Source: an optimization exercise on an open RTL-to-GDS flow (aim: small area, a short achievable clock period and few clock cycles per item). Production flows keep margins and buffers that such runs may drop.
Only simulation tests tie the RTL to the original design; equivalence was not proved.

==> flow/design.v (outline; a module is shown in full before it is edited, if it fits) <==
// module sram_sequencer: 140 lines
// module chroma_upsampler: 72 lines
// module fir9_a: 184 lines
// module colour_matrix: 85 lines
// module pixel_dp_a: 706 lines
// module yuv_to_rgb_top: 64 lines
module yuv_to_rgb_top (
	input  logic                Clock_50,
	input  logic                Resetn,
	input  logic                start,
	input  csc_pkg::sram_word_t sram_read_data,
	output csc_pkg::sram_req_t  sram_req,
	output logic                done
);
  // ...
==> flow/flow/run.sh <==
#!/bin/bash
# The standard layout, with the port buffers that global placement inserts
# made of buf_4 cells instead of the default choice.
set -euo pipefail
bash standard.sh synth > synth.log 2>&1
BUFFER_PORTS_ARGS="-buffer_cell sky130_fd_sc_hd__buf_4" bash standard.sh finish > layout.log 2>&1
==> flow/standard.sh <==
#!/bin/bash
# synth_recipe.tcl (not shown) runs the flow's synth.tcl, then flattens the netlist and writes it again
# the make line also repeats each setting of config.mk as NAME=value (left out here)
make -C /OpenROAD-flow-scripts/flow DESIGN_CONFIG=/design/flow/config.mk WORK_HOME=/design/flow/orfs CLKGATE_MAP_FILE= SYNTH_SCRIPT=/design/flow/synth_recipe.tcl "${@:-finish}"
==> flow/config.mk <==
export PLATFORM = sky130hd
export DESIGN_NAME = yuv_to_rgb_top
export DESIGN_NICKNAME = yuv_to_rgb_top
export VERILOG_FILES = /design/flow/design.v
export SDC_FILE = /design/flow/constraint.sdc
export NUM_CORES = 4
export LEC_CHECK = 0
export ABC_AREA = 1
export CAP_MARGIN = 20
export CORE_MARGIN = 2
export CORE_UTILIZATION = 40
export CTS_CLUSTER_DIAMETER = 60
export CTS_CLUSTER_SIZE = 40
export SLEW_MARGIN = 20
==> flow/constraint.sdc <==
create_clock -name core_clock -period 15.0 [get_ports {Clock_50}]
set_input_delay 3.0000 -clock core_clock [delete_from_list [all_inputs] [get_ports {Clock_50}]]
set_output_delay 3.0000 -clock core_clock [all_outputs]
set_load 0.01 [all_outputs]
==> run notes, run 1 <==
Global route
The number of antenna violations at the first check in global routing came to 1. For met1 alone, demand over resource in global routing was 0.243. Across every metal layer, demand over resource in global routing totals 0.179.

The largest net degree at the start of global routing is 79. The via count of the first global-routing pass is 14500.

Floorplan
The floorplan step defined a die boundary enclosing around 55000 um^2. The die is roughly 240 um tall.

Drt
Signal routing reaches up to met4. The first routing iteration left 862 violations. The wire length on met1 is approximately 22 mm. The via-per-instance ratio is 4.86.

The overall routed net length is 48.1 mm. The first detailed-routing pass ran for 5 iterations.

Critical path
The number of cells traversed by the worst register-to-register path is 11. The critical path goes through buf_4. In this run the number of cells on the critical path is 1. The maximum fanout along the worst path is 1.

The element type at the critical path end is an output pin. The number of buffers and inverters on the critical path is 1. The critical path's largest stage delay is between 0.5 and 0.6 ns. Setup slack on the worst reg-to-reg path comes out at between 10 and 15 ns.

Final layout
The area fraction of clock buffers and clock inverters is 0.0436. Of the total standard cell area in the layout, the multi-input combinational portion is 0.474. The largest contributor to cell area by class is multi-input combinational cells.

Registers take 8360 um^2. Leaving out fill and tap cells, the most frequent cells in the layout are 449 x inv_1, 298 x nand2_1, 241 x fa_1. Of all the cell area in the finished design, non-clock buffers hold 0.0188. More flip-flops sit in one register than any other, and that register is u_upsampler.w.

Run status
The run finished with no timing, DRC or antenna violations.

STA
Counting I/O delays and the setup requirement, the final critical path takes ~4.2 ns. Final hold analysis gives a worst-case slack of between 0.4 and 0.5 ns. The clock arrives with a little over 0.03 ns of skew. The timing-limited maximum frequency is roughly 0.24 GHz.

Logic synthesis
Of the total synthesized cell area, the portion taken by XOR and XNOR cells is 0.0196.

Clock network
The number of sinks driven by the clock tree is roughly 340. Clock latency on the worst-skew pair, taken at its later pin, is 0.60 ns. The tree is rooted in a clkbuf_16.

CTS built an H-tree with a depth of 1.

Place
During placement, the flow inserted port buffers numbering 53. Routability-driven placement finished with a final weighted congestion of 0.935. At the placement stage, the worst setup path has a slack of ~11 ns.
Testbench counts, summed over its fixed seeds: cycles 39,408, rows 48.
==> inputs of run 2 (changes only) <==
--- a/flow/config.mk
+++ b/flow/config.mk
@@ -9,6 +9,4 @@
 export CAP_MARGIN = 20
 export CORE_MARGIN = 2
 export CORE_UTILIZATION = 40
-export CTS_CLUSTER_DIAMETER = 60
-export CTS_CLUSTER_SIZE = 40
 export SLEW_MARGIN = 20
==> run 2 against run 1 <==
Effect of this change:
- design area up 1.2%
- cell count up 0.60%
- non-clock buffer count unchanged
- register-to-register slack worse by 0.04 ns
- maximum frequency up 0.39%
- critical path type unchanged
- worst hold slack worse by 0.0094 ns
- area after synthesis unchanged
- still clean
- sequential share of layout area down 0.41 points
- setup slack better by 0.016 ns
==> run notes, run 2 <==
Floorplan
The total die area is 55500 um^2 (unchanged). The width of the chip is 236 um. The area of the placeable core is around 53000 um^2. The number of primary I/O pins is 55. The floorplan has 84 rows. The overall die height was 236 um (unchanged). For this configuration, the core starts out at a cell density of 0.406.

STA
The timing-limited maximum frequency is 0.239 GHz (+0.39%). The tightest slew margin relative to the limit is 0.312. The clock period minus worst slack came to 4.19 ns (-0.0164 ns). In the finished design, the share of the clock period the worst path needs comes to 0.279. The final hold violation count is 0.

Summed over all failing endpoints, the final setup total negative slack is 0 ns. The final worst clock skew is 0.0168 ns (-0.0137 ns). Setup repair after global routing left no endpoint under its margin. The pin slew with the least headroom to its limit is around 1.0 ns. The number of setup violations in the final report is 0. The max-slew violation count is 0.

Critical path
The data required time of the worst path is roughly 12 ns. The slowest library cell on the worst path is dfstp_2. The startpoint identified for the worst register-to-register timing path is u_upsampler.y[6]$_DFF_P_.

The number of logic stages on the critical path including buffering is 1 (unchanged). The setup path with the least slack is of type reg -> out. The signal on the critical path passes through buf_4. The number of cells traversed by the worst register-to-register path is 8 (-3). The maximum fanout along the worst path is 1 (unchanged).

The minimum setup slack among reg-to-reg paths came to 11.23 ns (-0.04 ns). The element type at the critical path end is an output pin. The kind of launch point of the worst setup path is a register. The most critical setup path has its startpoint at u_sequencer.we_n_q$_DFF_PN1_. Data on the critical path arrives at its endpoint at about 1.2 ns.

The kind of cell with the highest combined delay along the critical path is flip-flops. The critical path's largest stage delay is 0.51 ns (about the same). The number of buffers and inverters on the critical path is 1 (unchanged).

Final layout
The layout filler cell count is 4929. The area of all placed cells without fillers is around 24000 um^2. Of the cells placed in the final design, the portion with a size suffix greater than 1 is 0.0770. Compared with the post-synthesis result, the final layout area differs by 11.4%. Summing all multi-input logic gate instances after layout gives around 11000 um^2. The number of flip-flops in the largest register is 96. The area taken by flip-flops and latches is 8360 um^2 (unchanged). For this run, the post-layout net count is ~2600. The library cells used most frequently in the layout, excluding fill and tap cells, are 449 x inv_1, 298 x nand2_1, 241 x fa_1. The most flop-heavy register is u_upsampler.w.

Leaving out fill and tap cells, the most frequent cell in the layout is inv_1. The count of placed standard cells in the final layout, fillers left out is 2832.

Drt
The highest layer touched by signal routing is met4. The number of DRC markers after the initial detailed-route iteration is 884 (+2.6%). The wire length on met1 came to 22.3 mm (+2.7%). Once detail routing completed, the nets flagged for antenna violations numbered 0. The number of detailed-routing iterations run before antenna repair was 5 (unchanged). In the final routed layout, each cell accounts on average for 17.3 um.

The number of vias in the routed layout is about 14000. Summed over all nets, wire length on met3 after detailed routing comes to 2.43 mm. The overall routed net length is 49.0 mm (+1.8%). In the routed design, unresolved DRC markers number 0. The via-per-instance ratio is 4.87 (+0.16%). Detailed routing placed a total of between 20 and 25 mm of wire on met2.

Min path
The worst hold path was traced through 0 stages. In this run the most critical hold path is launched from u_upsampler.w[37]$_DFFE_PP_. The path class of the tightest hold or removal check is reg -> reg.

Logic synthesis
For this run, asynchronously set or reset flops after synthesis account for 0.0117. The most common flop cell mapped by yosys is dfxtp_1. By area the synthesized netlist is led by fa_1 23%, edfxtp_1 21%, dfxtp_1 18%. The Yosys step of the flow raised 3 warnings. The share of the synthesized area in the top cell type is 0.225. fa_1 takes more of the synthesized area than any other cell. Each instance of the synthesized netlist takes up on average ~10 um^2.

The commonest cells after synthesis are 449 x inv_1, 298 x nand2_1, 241 x fa_1. The count of distinct cell types in the synthesized netlist is between 50 and 60. The most common cell in the synthesized netlist is inv_1.

In this run, synthesis inferred 149 flip-flops with an integrated enable. The cell count after synthesis came out at 2042. The share of the yosys chip area belonging to registers is 0.390.

The net count after synthesis is ~2500. The total standard cell area after synthesis is 21400 um^2. The number of register bits inferred by synthesis is 342.

Global route
The number of antenna violations at the first check in global routing is 1 (unchanged). The first global-routing pass estimated 79.6 mm of wire. The largest net degree at the start of global routing is 79 (unchanged). The total track usage is 0.183 (+0.00419). The via count of the first global-routing pass is 14700 (+1.3%).

After global routing the overflow that remains totals 0.

Clock network
The number of hold buffers added after cts is 0. The worst-skew pair later-pin latency is 0.57 ns (-0.03 ns). The CTS tree is built.

The number of sinks driven by the clock tree is 342 (unchanged). The worst-case clock buffer depth is 3. In this run the clock root is driven by a clkbuf_16.

The clock slew seen by the registers of the worst setup and hold paths is around 0.060 ns. Once the clock tree was built, the setup fixing pass inserted 0 buffers. The number of levels the H-tree was split into came to 2 (+1). The number of CTS-inserted buffers is 38. The quantity of gates resized following cts is 0.

Place
The number of input and output port buffers inserted is 53 (unchanged). The placed standard-cell area is between 20000 and 25000 um^2. The count of placed standard cells including taps is ~2800. The final weighted congestion in routability-driven placement is 0.935 (unchanged). The detailed-placement wirelength estimate is 38.6 mm.

Run
The count of maximum capacitance violations is 0.

Run status
The run finished with no timing, DRC or antenna violations.
[run 2: cell counts after synthesis]
No cell type changed its count.
[run 2: area by class of cell]
| cell class | count | area share |
|---|---|---|
| Clock inverter | 16 | 0.00833 |
| Antenna cell | 1 | 0.000105 |
| Inverter | 455 | 0.0716 |
| Sequential cell | 342 | 0.350 |
| Tap cell | 688 | 0.0361 |
| Timing Repair Buffer | 59 | 0.0186 |
| Multi-Input combinational cell | 1217 | 0.469 |
| Clock buffer | 54 | 0.0463 |
[run 2: final timing paths]
| check | end |
|---|---|
| min | u_upsampler.w[45]$_DFFE_PP_ |
| min reg2reg | u_upsampler.w[45]$_DFFE_PP_ |
| max in group asynchronous | u_sequencer.we_n_q$_DFF_PN1_ |
| min in group asynchronous | u_sequencer.pro$_DFFE_PN0P_ |
| max reg2reg | u_matrix.g_h1q[2]$_DFF_P_ |
| max | sram_req[0] |
[run 2: kinds of logic after synthesis]
family / Yosys count / share of synthesized area
mux: 1 / 0.000467
fa+ha+maj: 429 / 0.335
buf+inv: 483 / 0.0880
flops: 342 / 0.390
simple gates: 553 / 0.117
other cells: 1 / 0.000175
compound gates: 185 / 0.0498
xor+xnor: 48 / 0.0196
[run 2: per-stage QoR]
step	util	hold slack (ns)	setup slack [ns]
2_1_floorplan	-	0.400	11.41
3_3_place_gp	0.428	0.400	11.34
3_5_place_dp	0.428	0.405	11.29
5_1_grt	0.452	0.414	10.78
6_report	0.453	0.416	10.81
4_1_cts	0.452	0.411	10.78
[run 2: metal layers]
metal	global-route usage	up-vias
met1	0.247	6809
met4	0.0484	0
met3	0.0284	62
met2	0.306	311
li1	-	6608
met5	0	-

-- static timing again, ports no longer ideal --
The flow's constraints put no driver on any port. The routed layouts listed below were extracted and timed again, unchanged, in two steps. Step 1 (the two cells are an assumption about what drives the block):
set clk [get_ports {Clock_50}]
set_driving_cell -lib_cell sky130_fd_sc_hd__clkbuf_16 $clk
set_driving_cell -lib_cell sky130_fd_sc_hd__buf_2 [delete_from_list [all_inputs] $clk]
Step 2 adds t to the input delays and takes it off the output delays; t is the mean of the earliest and latest rising clock arrival at the registers after step 1. Input paths then give back, and output paths get back, about the clock's delay inside the block. Slacks: ideal ports / drivers / drivers and shift; pairs: ideal ports / drivers.
run | t (ns) | setup slack, ns | worst register clock-pin slew, ns
run 1 | 0.629 | 10.797 / 10.745 / 11.269 | 0.09 / 0.09
run 2 | 0.613 | 10.814 / 10.762 / 11.231 | 0.06 / 0.06
After both steps every run listed still meets setup and hold.
